From an optimization exercise on the open Yosys and OpenROAD flow, aimed at small area, a short achievable clock period and few clock cycles per item; shortcuts taken in it are not production practice.
RTL that was checked went through simulation tests only; none was proved equivalent to the original.

==> run a: inputs <==
Design pow_stream, start of the top module:
module pow_stream #(
  parameter int DATA_W = 32,
  parameter int EXP_W  = 3,
  parameter int ID_W   = 1
) (
  input  logic              clk,
  input  logic              aresetn,
  input  logic              s_tvalid,
  output logic              s_tready,
  input  logic [DATA_W-1:0] s_tdata,
  input  logic [EXP_W-1:0]  s_texp,
  input  logic [ID_W-1:0]   s_tid,
  input  logic              s_tlast,
  output logic              m_tvalid,
  input  logic              m_tready,
  output logic [DATA_W-1:0] m_tdata,
  output logic [ID_W-1:0]   m_tid,
  output logic              m_tlast,
  output logic              m_tovf
);
  logic r_rdy;   
  logic            r0_v, r1_v, r2_v, r3_v, r4_v, r5_v;
  logic [31:0]     r0_x, r1_x;
  logic [2:0]      r0_e, r1_e;
  logic [ID_W-1:0] r0_id, r1_id, r2_id, r3_id, r4_id, r5_id;
  logic            r0_last, r1_last, r2_last, r3_last, r4_last, r5_last;
  logic            r1_ovf, r2_ovf, r3_ovf, r4_ovf, r5_ovf;
  logic [31:0]     r2_q;
  logic [2:1]      r2_e, r3_e;
  logic [31:0]     r4_lo;
  logic [59:0] r1_q;
  logic [62:0] r3_lo;
  logic [55:0] r3_hi;
  logic [59:0] r5_p;
  logic r2_b_one0;
  logic r2_b_two0;
  logic r2_b_neg0;
  logic r2_b_one1;
  logic r2_b_two1;
  logic r2_b_neg1;
  logic r2_b_one2;
  logic r2_b_two2;
  logic r2_b_neg2;
  logic r2_b_one3;
  logic r2_b_two3;
  logic r2_b_neg3;
  logic r2_b_one4;
  logic r2_b_two4;
  logic r2_b_neg4;
  logic r2_b_one5;
  logic r2_b_two5;
  logic r2_b_neg5;
  logic r2_b_one6;
  logic r2_b_two6;
  logic r2_b_neg6;
  logic r2_b_one7;
  logic r2_b_two7;
  logic r2_b_neg7;
  logic r2_b_one8;
  logic r2_b_two8;
  logic r2_b_neg8;
  logic r2_b_one9;
  logic r2_b_two9;
  logic r2_b_neg9;
  logic r2_b_one10;
  logic r2_b_two10;
  logic r2_b_neg10;
  logic r2_b_one11;
  logic r2_b_two11;
  logic r2_b_neg11;
  logic r2_b_one12;
  logic r2_b_two12;
  logic r2_b_neg12;
  logic r2_b_one13;
  logic r2_b_two13;
  logic r2_b_neg13;
  logic r2_b_one14;
  logic r2_b_two14;
  logic r2_b_neg14;
  logic r2_b_one15;
  logic r2_b_two15;
  logic r2_b_neg15;
  logic r4_h_one0;
  logic r4_h_one2;
  logic r4_h_two2;
  logic r4_h_neg2;
  logic r4_h_one3;
  logic r4_h_two3;
  logic r4_h_neg3;
  logic r4_h_one4;
  logic r4_h_two4;
  logic r4_h_neg4;
  logic r4_h_one5;
  logic r4_h_two5;
  logic r4_h_neg5;
  logic r4_h_one6;
  logic r4_h_two6;
  logic r4_h_neg6;
  ...
make LEC_CHECK=0 CAP_MARGIN=20 CORE_MARGIN=2 CORE_UTILIZATION=40 SETUP_SLACK_MARGIN=5 SLEW_MARGIN=20 SYNTH_HIERARCHICAL=1 SYNTH_MINIMUM_KEEP_SIZE=0 finish   # period 9.5 ns
run.sh (not shown) runs the stock make flow with config.mk's settings and CLKGATE_MAP_FILE= SYNTH_SCRIPT=/design/flow/synth_recipe.tcl, a recipe that flattens the netlist after the stock synthesis.
==> run b: changes against run a <==
CTS_BUF_LIST = sky130_fd_sc_hd__clkbuf_8 sky130_fd_sc_hd__clkbuf_4   (was not set)
==> notes.md <==
Of run b and run a, run b has the higher wire length (gap 0.55%, measured against run a). Against run b, the first-iteration DRC count of run a is lower by 3.5%. In die area, run b and run a do not differ. Of run a and run b, run b has the higher clock-buffer cell count (gap 53). Against run b, the sequential share of layout area of run a is lower by 0.065 points.
==> figures <==
item                                                                                   run a       run b
Logic depth of the worst register-to-register path                                        10          11
Total routed wire length on the met1 layer                                          53040 um    53170 um
Global routing met1 resource utilization                                              0.2495      0.2489
Layout Area Growth over Synthesis                                                     12.30%      12.04%
Proportion of cell area spent on the clock network                                   0.03684     0.03445
Final WL                                                                           125300 um   126000 um
Run status                                                  no timing/DRC/antenna violations  no timing/DRC/antenna violations
Fmax                                                                              0.2229 GHz  0.2205 GHz
Fraction of layout cells with a size suffix above 1                                   0.1988      0.2109
Clock input transition at the sequential cells of the worst setup and hold paths     0.05 ns     0.07 ns
Non-Clock Buffer Area Fraction                                                       0.03928     0.03885
Number of gates given a new drive strength after cts                                      38          35
Vias                                                                                   30200       30310
Sequential portion of the cell area                                                   0.2734      0.2740
End point of the most critical hold path                                             r1_last      o_d[0]
Worst slew slack as a fraction of its limit                                           0.2450      0.2560
Number of iterations in the first detailed-routing pass                                    5           7
Testbench counts of run a, summed over its fixed seeds: cycles 8,064, items 8,000.
Testbench counts of run b, summed over its fixed seeds: cycles 8,064, items 8,000.

========
==> job 9634: inputs <==
Another version of the RTL of pow_stream (not shown whole).
export LEC_CHECK = 0
export CAP_MARGIN = 20
export CORE_MARGIN = 2
export CORE_UTILIZATION = 40
export SETUP_SLACK_MARGIN = 5
export SLEW_MARGIN = 20
create_clock -name core_clock -period 9.5 [get_ports {clk}]
==> job 1790 (differences from job 9634) <==
Settings changed: SETUP_SLACK_MARGIN 5 to not set.
==> job 1248 (differences from job 9634) <==
Settings changed: SETUP_SLACK_MARGIN 5 to 3.
==> comparison table <==
Status: job 9634 finished clean; job 1248 finished clean; job 1790 finished clean
Origin of the worst min-delay path: job 9634 r1_e[2]$_DFFE_PP_; job 1248 r0_id$_DFFE_PP_; job 1790 r1_e[2]$_DFFE_PP_
GRT met2 Usage: job 9634 44.7%; job 1248 42.7%; job 1790 41.8%
Number of buffers added by the clock tree synthesis step: job 9634 31; job 1248 35; job 1790 35
Via count of the first global-routing pass: job 9634 41,200; job 1248 40,100; job 1790 39,400
Worst slew margin relative to its limit: job 9634 16.1%; job 1248 19.7%; job 1790 18.1%
Utilization after layout: job 9634 49.0%; job 1248 44.4%; job 1790 43.0%
Placed standard-cell area: job 9634 54,300 sq um; job 1248 53,600 sq um; job 1790 53,600 sq um
Routed WL: job 9634 169,000 um; job 1248 158,000 um; job 1790 152,000 um
Worst hold slack: job 9634 419 ps; job 1248 419 ps; job 1790 420 ps
Startpoint of the worst register-to-register path: job 9634 r2_hi[11]$_DFFE_PP_; job 1248 r2_hi[24]$_DFFE_PP_; job 1790 r2_lo[3]$_DFFE_PP_
Total placed cells including tap cells: job 9634 6,787; job 1248 6,790; job 1790 6,790
Arrival time of data at the critical path endpoint: job 9634 6640 ps; job 1248 6680 ps; job 1790 7450 ps
Post-detailed-route wirelength per cell: job 9634 23.2 um; job 1248 22.5 um; job 1790 22.2 um
Post-layout instance count excluding filler cells: job 9634 7,259; job 1248 7,011; job 1790 6,855
Largest stage delay, worst path: job 9634 540 ps; job 1248 650 ps; job 1790 1140 ps
Post-CTS setup-driven buffer insertion count: job 9634 313; job 1248 110; job 1790 0
Testbench counts of job 9634, summed over its fixed seeds: cycles 8,040, items 8,000.
Testbench counts of job 1790, summed over its fixed seeds: cycles 8,040, items 8,000.
Testbench counts of job 1248, summed over its fixed seeds: cycles 8,040, items 8,000.

========
==> inputs of delta <==
Another version of the RTL of pow_stream (not shown whole).
export LEC_CHECK = 0
export CAP_MARGIN = 20
export CORE_MARGIN = 2
export CORE_UTILIZATION = 40
export CTS_CLUSTER_DIAMETER = 80
export CTS_CLUSTER_SIZE = 28
export SETUP_SLACK_MARGIN = 5
export SLEW_MARGIN = 20
export SYNTH_HIERARCHICAL = 1
export SYNTH_MINIMUM_KEEP_SIZE = 0
create_clock -name core_clock -period 9.5 [get_ports {clk}]
==> willow (differences from delta) <==
CTS_CLUSTER_DIAMETER = unset   (was 80)
CTS_CLUSTER_SIZE = unset   (was 28)
==> tundra (differences from delta) <==
CTS_CLUSTER_DIAMETER = 100   (was 80)
CTS_CLUSTER_SIZE = 20   (was 28)
SETUP_SLACK_MARGIN = 0   (was 5)
==> comparison <==
- The highest global-route usage belongs to willow, the lowest to tundra.
- Against tundra, the via count of delta is larger by about 0.8%.
- In synthesized cell count, delta and tundra do not differ.
- The highest design area belongs to willow, the lowest to tundra.
- Flip-flop and latch count is the same in tundra and willow.
- Non-clock buffer count, lowest first: tundra, delta, willow.
Testbench counts of delta, summed over its fixed seeds: cycles 8,064, items 8,000.
Testbench counts of willow, summed over its fixed seeds: cycles 8,064, items 8,000.
Testbench counts of tundra, summed over its fixed seeds: cycles 8,064, items 8,000.

========
==> inputs of job 5866 <==
Another version of the RTL of pow_stream (not shown whole).
Settings: LEC_CHECK=0, CAP_MARGIN=20, CORE_MARGIN=2, CORE_UTILIZATION=60, CTS_BUF_LIST=sky130_fd_sc_hd__clkbuf_8, CTS_CLUSTER_SIZE=40, SETUP_SLACK_MARGIN=5, SLEW_MARGIN=20, SYNTH_HIERARCHICAL=1, SYNTH_MINIMUM_KEEP_SIZE=0; clock period 9.5 ns.
==> job 2252: changes against job 5866 <==
--- a/flow/design.v
+++ b/flow/design.v
@@ -3942,13 +3942,13 @@
       r1_v <= 1'b0;
       r2_v <= 1'b0;
       r3_v <= 1'b0;
       r4_v <= 1'b0;
       r5_v <= 1'b0;
     end else if (r_rdy) begin
-      r0_v <= s_tvalid;
+      r0_v <= s_tvalid & r_ok;
       r1_v <= r0_v;
       r2_v <= r1_v;
       r3_v <= r2_v;
       r4_v <= r3_v;
       r5_v <= r4_v;
     end
@@ -3984,53 +3984,24 @@
       r5_p <= {s5_2406, s5_2407, s5_2404, s5_2405, s5_2402, s5_2403, s5_2400, s5_2401, s5_2398, s5_2399, s5_2396, s5_2397, s5_2394, s5_2395, s5_2392, s5_2393, s5_2390, s5_2391, s5_2388, s5_2389, s5_2386, s5_2387, s5_2384, s5_2385, s5_2382, s5_2383, s5_2380, s5_2381, s5_2378, s5_2379, s5_2376, s5_2377, s5_2374, s5_2375, s5_2372, s5_2373, s5_2370, s5_2371, s5_2368, s5_2369, s5_2366, s5_2367, s5_2364, s5_2365, s5_2362, s5_2363, s5_2360, s5_2361, s5_2358, s5_2359, s5_2356, s5_2357, s5_2354, s5_2355, s5_2352, s5_2353, s5_2350, s5_2351, r4_hi[3], s5_2349, s5_pp_1628, r4_hi[1], s5_pp_1627};
       r5_ovf  <= r4_ovf;
       r5_id   <= r4_id;
       r5_last <= r4_last;
     end
   end
-  logic            o_v, k_v, o_en;
-  logic [31:0]     o_d, k_d;
-  logic [ID_W-1:0] o_id, k_id;
-  logic            o_last, k_last, o_ovf, k_ovf;
-  logic            k_v_nxt;
-  assign o_en = ~o_v | m_tready;
-  always_comb begin
-    if (k_v) k_v_nxt = ~o_en;
-    else     k_v_nxt = r_rdy & r5_v & ~o_en;
-  end
+  logic r_ok;   
   always_ff @(posedge clk or negedge aresetn) begin
-    if (!aresetn) begin
-      o_v   <= 1'b0;
-      k_v   <= 1'b0;
-      r_rdy <= 1'b0;
-    end else begin
-      if (o_en) o_v <= k_v | (r_rdy & r5_v);
-      k_v   <= k_v_nxt;
-      r_rdy <= ~k_v_nxt;
-    end
-  end
-  always_ff @(posedge clk) begin
-    if (o_en) begin
-      o_d    <= k_v ? k_d    : res;
-      o_id   <= k_v ? k_id   : r5_id;
-      o_last <= k_v ? k_last : r5_last;
-      o_ovf  <= k_v ? k_ovf  : r5_ovf;
-    end
-    if (~o_en & ~k_v) begin
-      k_d    <= res;
-      k_id   <= r5_id;
-      k_last <= r5_last;
-      k_ovf  <= r5_ovf;
-    end
+    if (!aresetn) r_ok <= 1'b0;
+    else          r_ok <= 1'b1;
   end
-  assign s_tready = r_rdy;
-  assign m_tvalid = o_v;
-  assign m_tdata  = o_d;
-  assign m_tid    = o_id;
-  assign m_tlast  = o_last;
-  assign m_tovf   = o_ovf;
+  assign r_rdy    = ~r5_v | m_tready;
+  assign s_tready = r_ok & r_rdy;
+  assign m_tvalid = r5_v;
+  assign m_tdata  = res;
+  assign m_tid    = r5_id;
+  assign m_tlast  = r5_last;
+  assign m_tovf   = r5_ovf;
 endmodule
 module pw_fa (
   input  logic a,
   input  logic b,
   input  logic c,
   output logic s,
==> flow/config.mk (replaced) <==
export PLATFORM = sky130hd
export DESIGN_NAME = pow_stream
export DESIGN_NICKNAME = pow_stream
export VERILOG_FILES = /design/flow/design.v
export SDC_FILE = /design/flow/constraint.sdc
export NUM_CORES = 4
export LEC_CHECK = 0
export CAP_MARGIN = 20
export CORE_MARGIN = 2
export CORE_UTILIZATION = 40
export SETUP_SLACK_MARGIN = 5
export SLEW_MARGIN = 20
export SYNTH_HIERARCHICAL = 1
export SYNTH_MINIMUM_KEEP_SIZE = 0
==> comparison <==
- Job 5866 finished with timing, DRC and antenna clean. Job 2252 finished with timing, DRC and antenna clean.
- In job 2252 the non-clock buffer count is higher than in job 5866, by 63.
- In job 5866 the die area is lower than in job 2252, by about 30%.
- Of job 2252 and job 5866, job 5866 has the higher via count (gap about 3.5%, measured against job 5866).
- Clock-buffer cell count: job 2252 is lower than job 5866 (33).
- Between job 5866 and job 2252, the lower sequential share of layout area is in job 2252 (gap 2.9 points).
- In job 5866 the synthesized area is higher than in job 2252, by 4.9%.
Testbench counts of job 5866, summed over its fixed seeds: cycles 8,064, items 8,000.
No functional check of the RTL was part of job 2252.

========
==> inputs of job 7622 <==
RTL: one of the versions met above, not the one the previous note started from.
clock: 9.5 ns
lec_check: 0
cap_margin: 5
core_margin: 2
core_utilization: 40
cts_cluster_diameter: 100
cts_cluster_size: 20
place_density: 0.75
setup_slack_margin: 5
slew_margin: 5
synth_hierarchical: 1
synth_minimum_keep_size: 0
==> job 3195: changes against job 7622 <==
- CTS_CLUSTER_DIAMETER: 100 -> 80
- CTS_CLUSTER_SIZE: 20 -> 16
- PLACE_DENSITY: 0.75 -> 0.6
==> job 924: changes against job 7622 <==
- CAP_MARGIN: 5 -> 20
- PLACE_DENSITY: 0.75 -> unset
- SLEW_MARGIN: 5 -> 20
==> run_results.csv <==
group,metric,value,unit
clocking,buffers_inserted_during_post_cts_setup_optimization,14,
worst_setup_path,cp-start-kind,"register",
global_routing,grt_max_degree,150,
outcome,outcome,"no timing/DRC/antenna violations",
That was job 7622.
==> run_results.csv <==
group,metric,value,unit
synthesis,synthesized_area_fraction_occupied_by_ao_oa_aoi_and_oai_cells,12.6,%
worst_setup_path,cp-start-kind,"register",
global_routing,grt_max_degree,142,
outcome,outcome,"no timing/DRC/antenna violations",
synthesis,yosysUniqueCellTypes,56,
clocking,buffers_inserted_during_post_cts_setup_optimization,5,
layout,fin_cells,5477,
That was job 3195.
==> run_results.csv <==
group,metric,value,unit
outcome,outcome,"no timing/DRC/antenna violations",
synthesis,synth_top_family_by_area,"adder cells",
sta,finalMaxSlewViolations,0,
sta,finalSetupViolCount,0,
worst_setup_path,timing.critical_path.slowest_stage_cell,"sky130_fd_sc_hd__clkdlybuf4s15_2",
die,num_rows,130,
layout,layout.cells.most_common,"sky130_fd_sc_hd__fa_1",
worst_setup_path,cp-start-kind,"input pin",
global_routing,grt_max_degree,142,
That was job 924.
Testbench counts of job 7622, summed over its fixed seeds: cycles 8,064, items 8,000.
Testbench counts of job 3195, summed over its fixed seeds: cycles 8,064, items 8,000.
Testbench counts of job 924, summed over its fixed seeds: cycles 8,064, items 8,000.

## separate check: timing with driven ports
Ports are ideal in the flow. The routed layouts listed here were re-timed in OpenROAD.
Step 1, drivers: a clkbuf_16 drives clk and a buf_2 each remaining input, both assumed.
Step 2 times the ports against the registers' clock, not the clock port: input delays grow and output delays shrink by t, the midpoint of the rising clock arrivals with the driver on.
a / b / c = no drivers / after step 1 / after step 2; a / b = the first two.
run	shift t [ns]	setup slack, ns	pins driven straight from the clock port
run a	0.699	5.013 / 4.999 / 4.632	1
run b	0.862	4.966 / 4.966 / 4.520	1
job 9634	0.690	3.236 / 3.236 / 3.236	1
job 1790	0.644	2.369 / 2.369 / 2.369	1
job 1248	0.636	3.144 / 3.144 / 3.144	1
delta	0.685	5.059 / 5.056 / 4.588	1
willow	0.726	5.061 / 5.038 / 4.556	1
tundra	0.671	4.041 / 4.013 / 3.782	1
job 5866	0.843	4.784 / 4.784 / 4.784	1
job 2252	0.744	4.300 / 4.230 / 4.844	1
job 7622	0.648	5.020 / 5.020 / 4.968	1
job 3195	0.710	5.076 / 5.076 / 4.779	1
job 924	0.681	5.070 / 5.048 / 4.598	1
After both steps setup and hold are still met in every run listed. For willow, which loses most, drivers alone change the setup slack by -0.023 ns; drivers and shift together by -0.505 ns.
